Source: an optimization exercise on an open RTL-to-GDS flow (aim: small area, a short achievable clock period and few clock cycles per item). Production flows keep margins and buffers that such runs may drop. Function was checked by simulation only, so behaviour that the tests miss may differ from the original.

## flow/design.v (module list and top-level ports; edited modules follow where they fit)
// module swms_ram: 25 lines
// module sliding_window_mean_stddev: 352 lines
// module swms_csa_m: 465 lines
// module swms_csa_p: 714 lines
// module swms_csa_v: 230 lines
module sliding_window_mean_stddev (
    input  wire logic                               clk,
    input  wire logic                               rst_n,
    input  wire logic                               sample_valid,
    output logic                                    sample_stall,
    input  wire logic signed [swms_pkg::SAMPLE_W-1:0] sample,
    output logic                                    result_valid,
    input  wire logic                               result_stall,
    output logic signed [swms_pkg::SAMPLE_W-1:0]    mean,
    output logic        [swms_pkg::SAMPLE_W-1:0]    deviation,
    output logic                                    valid_res,
    input  wire logic                               cfg_valid,
    output logic                                    cfg_ready,
    input  wire logic   [swms_pkg::LEN_W-1:0]       window_length
);
  // ...
==> flow/run.sh <==
#!/bin/bash
# synth_recipe.tcl (not shown) runs the flow's synth.tcl, then flattens the netlist and writes it again
# the make line also repeats each setting of config.mk as NAME=value (left out here)
make -C /OpenROAD-flow-scripts/flow DESIGN_CONFIG=/design/flow/config.mk WORK_HOME=/design/flow/orfs CLKGATE_MAP_FILE= SYNTH_SCRIPT=/design/flow/synth_recipe.tcl finish
==> flow/config.mk <==
export PLATFORM = sky130hd
export DESIGN_NAME = sliding_window_mean_stddev
export DESIGN_NICKNAME = sliding_window_mean_stddev
export VERILOG_FILES = /design/flow/design.v
export SDC_FILE = /design/flow/constraint.sdc
export NUM_CORES = 4
export LEC_CHECK = 0
export ABC_CLOCK_PERIOD_IN_PS = 5000
export CAP_MARGIN = 20
export CORE_MARGIN = 2
export CORE_UTILIZATION = 55
export CTS_BUF_LIST = sky130_fd_sc_hd__clkbuf_4 sky130_fd_sc_hd__clkbuf_8
export SETUP_SLACK_MARGIN = 5
export SLEW_MARGIN = 20
==> flow/constraint.sdc <==
create_clock -name core_clock -period 11.0 [get_ports {clk}]
set_input_delay 2.2000 -clock core_clock [delete_from_list [all_inputs] [get_ports {clk}]]
set_output_delay 2.2000 -clock core_clock [all_outputs]
set_load 0.01 [all_outputs]
==> impl_metrics.ini, run 1 <==
[timing]
setup_total_negative_slack_ns = 0
tightestPinTransition_ns = 1.20
fin_worst_skew_ns = 0.153
setup_violations = 0
fin_ws_ns = 5.07
rsz0062_at_grt = true
min_period_ns = 5.93

[synth]
yosysMostFrequentCell = dfxtp_1
yosys.area_share.adder_pct = 13.1
synthSimpleGateAreaFrac_pct = 7.17
synth_xor_area_share_pct = 3.83
synth_common_cells = dfxtp_1 (2055), edfxtp_1 (1004), inv_1 (862), a21oi_1 (797), ha_1 (671)

[setup_path]
regToRegSetupSlack_ns = 5.07
critPathLaunch = n_reg[1]
worstReg2RegEnd = pA[16]
worstRegToRegCells = 28
cp_slowest_cell = dfrtp_4
critPathRequiredTime_ns = 11.78
crit_path_end = pA[16]

[cells_and_area]
final_cells = 14000
sh_seq_area_pct = 51.8
inverters = 880
drive_gt1_share_pct = 13.2
seq_cell_count = 3088
utilization_pct = 62.5
fill_cells = 17600

[floorplanning]
dieArea_sq_um = 228000
rows = 173
core_sq_um = 223000

[clock_tree]
cts_resized = 69
clock_sinks = 3088

[worst_hold_path]
min-delay-start = s64[510]

[drt]
drtAntennaViolNets = 0
viasPerCell = 5.32
wl_met3_um = 11800

[placed_design]
place_ws_ns = 3.58
dp_hpwl_um = 175000
place_congestion = 0.934

[global_route]
top_usage_layer = met2

[run_status]
status = no timing/DRC/antenna violations
Testbench counts, summed over its fixed seeds: cycles 2,512, items 2,400.
==> run 2: changes to the inputs <==
--- a/flow/config.mk
+++ b/flow/config.mk
@@ -11,3 +11,2 @@
 export CORE_UTILIZATION = 55
-export CTS_BUF_LIST = sky130_fd_sc_hd__clkbuf_4 sky130_fd_sc_hd__clkbuf_8
 export SETUP_SLACK_MARGIN = 5
==> run 2 against run 1 <==
Compared with the run above:
- still clean
- clock skew down 0.052 ns
- critical path depth down 24
- utilization down 0.057 points
- area after synthesis unchanged
==> impl_metrics.ini, run 2 <==
[global_route]
grt_use_total_pct = 22.3
grt_max_degree = 160
overflow = 0
grt_antenna_before_repair = 11
grt_pass1_vias = 74500
grt_pass1_wl_um = 407000

[cells_and_area]
synthToLayoutAreaGrowth_pct = 12.6
final_cell_mix = dfxtp_1 (2055), edfxtp_1 (1004), inv_1 (852), a21oi_1 (755), ha_1 (657)
design_area_sq_um = 139000
drive_gt1_share_pct = 10.2
nNetsFinal = 11600
reg_top3 = s64 x1024, s32 x512, s16 x256
layout_commonest_cell = dfxtp_1
largest_reg_flops = 1024
top_register = s64

[clock_tree]
cts_tree = yes
cts_buffer_depth = 4
clk_pin_slew_ns = 0.06
htreeDepth = 5
clock_latency_ns = 0.96
clock_sinks = 3088
cts-buffers-inserted = 312
cts_root_buf = clkbuf_16
hold_buffers = 0

[synth]
synth_compound_area_share_pct = 10.9
avgSynthCellArea_sq_um = 11.9
synthTopCellsByArea = dfxtp_1 (33%), edfxtp_1 (24%), ha_1 (6.8%), fa_1 (6.0%), a21oi_1 (3.2%)
synthCells = 10300
synth_common_cells = dfxtp_1 (2055), edfxtp_1 (1004), inv_1 (862), a21oi_1 (797), ha_1 (671)
muxShareOfSynthArea_pct = 2.64
yosys.area_share.adder_pct = 13.1
synth-main-ff-cell = dfxtp_1
ys_warn_count = 1
ys_ff_latch = 3088
synth_top_family_by_area = adder cells
syn_nets = 11400
ys_seq_area_share_pct = 58.4
synth_area_sq_um = 123000
synth_top_area_share_pct = 33.4
synth_top_cell_by_area = dfxtp_1
synthSimpleGateAreaFrac_pct = 7.17
synth.distinct_cells = 100
yosysMostFrequentCell = dfxtp_1
synth-edff-count = 1004
synthArstFlopShare_pct = 0.939
synth_xor_area_share_pct = 3.83

[timing]
slew_headroom_pct = 19.8
hold_viol_final = 0
period_share_pct = 53.6
fin_worst_skew_ns = 0.101
maxSlewViolCount = 0
fin_hold_ws_ns = 0.249
tightestPinTransition_ns = 1.20
rsz0062_at_grt = true
max_freq_mhz = 170
setup_violations = 0
setup_total_negative_slack_ns = 0
min_period_ns = 5.89

[setup_path]
critPathRequiredTime_ns = 8.80
cp_num_buf_inv = 3
path_max_fanout = 6
crit_family = buffers and inverters
critPathLaunch = cfg_valid
start_kind = input port
path_cells = clkdlybuf4s50_1 -> nor3b_2 -> inv_1 -> clkdlybuf4s50_1
arrival_ns = 3.69
critPathKind = input port to output pin
regToRegStartpoint = n_reg[1]
worstRegToRegCells = 29
cp.depth = 4
cp_slowest_cell = clkdlybuf4s50_1
crit_top_cell = clkdlybuf4s50_1
cp_slowest_stage_delay_ns = 0.58
end_kind = output pin

[drt]
viasPerCell = 5.36
drtAntennaViolNets = 0
drt-total-wl_um = 256000
drt_pre_antenna_iters = 6
drt_iter0_markers = 4689
vias = 73500
post_drt_wl_per_cell_um = 18.7
drc_errors = 0

[worst_hold_path]
hold_path_class = register to register
min-delay-start = s64[284]
min_path_cells = 0

[placed_design]
dp_hpwl_um = 175000
dpl_cell_area_sq_um = 127000
place_congestion = 0.934
buffer_ports.inserted = 63

[floorplanning]
dieArea_sq_um = 228000
rows = 173
die_h_um = 478
start_util_pct = 55.4
ios = 65
core_sq_um = 223000
die_width_um = 478

[job]
cap_violations = 0

[run_status]
status = no timing/DRC/antenna violations
[run 2: cell type report]
cell class	count	area, sq um
sequential	3088	72000
antenna	6	15.0
clock buffer	433	8830
inverter	877	3310
multi-input combinational	5964	47400
timing repair buffer	257	2330
timing repair inverter	3	17.5
tap	2975	3720
clock inverter	106	1280
fill	17400	83600
[run 2: path summary, 6_finish.rpt]
kind / to / slack (ns)
worst max-delay path: sample_stall / 5.11
min in group asynchronous: n_reg[4] / 1.68
max in group asynchronous: n_reg[1] / 8.95
worst min register to register: s64[300] / 0.25
worst max register to register: pA[16] / 5.12
worst min-delay path: s64[300] / 0.25
[run 2: repair_timing]
| item | 4_1_cts | 5_1_grt |
|---|---|---|
| endpoints found under the hold margin | 0 | 0 |
| endpoints found under the setup margin | 228 | 161 |
| resized for setup | 61 | 141 |
| pin swaps | 13 | 58 |
| cloned | 6 | 2 |
| buffers inserted | 26 | 45 |
[run 2: cells by family after synthesis]
kind of cell / count (synthesis)
AOI/OAI and AO/OA: 2189
xor gates and xnor gates: 538
adders and majority gates: 1078
buffers and inverters: 1286
DFF: 3088
muxes: 273
other: 1
and+or+nand+nor: 1883
[run 2: through the flow]
stage	instances	setup slack [ns]	utilization, %
3_3_place_gp	13100	3.59	57.2
3_5_place_dp	13100	3.58	57.2
6_report	13700	5.11	62.4
5_1_grt	13700	4.89	62.4
2_1_floorplan	10300	4.17	-
4_1_cts	13700	5.00	62.0
[run 2: metal layers]
layer,global-route usage [%],vias up,share of wire [%],wire (um)
li1,-,35900,-,-
met1,29.8,35400,45,115000
met2,37.1,1674,47,121000
met3,3.36,476,4.6,11700
met4,8.10,8,3.4,8600
met5,0,-,0.019,48

port drivers added, routing unchanged:
Ports are ideal in the flow. The routed layouts listed here were re-timed in OpenROAD.
Step 1: set_driving_cell puts a clkbuf_16 on clk and a buf_2 on each other input, an assumption about the parent block.
Step 2 also shifts input and output timing later by t, the mid clock arrival at the registers, as if the neighbouring blocks saw the same clock.
a / b / c = ideal ports / drivers / drivers and shift; a / b = the first two.
run | t, ns | slack for setup (ns) | cell pins on the clock port's net
run 1 | 1.163 | 5.074 / 5.074 / 4.983 | 1
run 2 | 1.000 | 5.106 / 5.082 / 5.037 | 1
After both steps setup and hold are still met in every run listed. The setup slack of run 1, which loses most, moves by 0.000 ns with the drivers and by -0.091 ns with both steps.
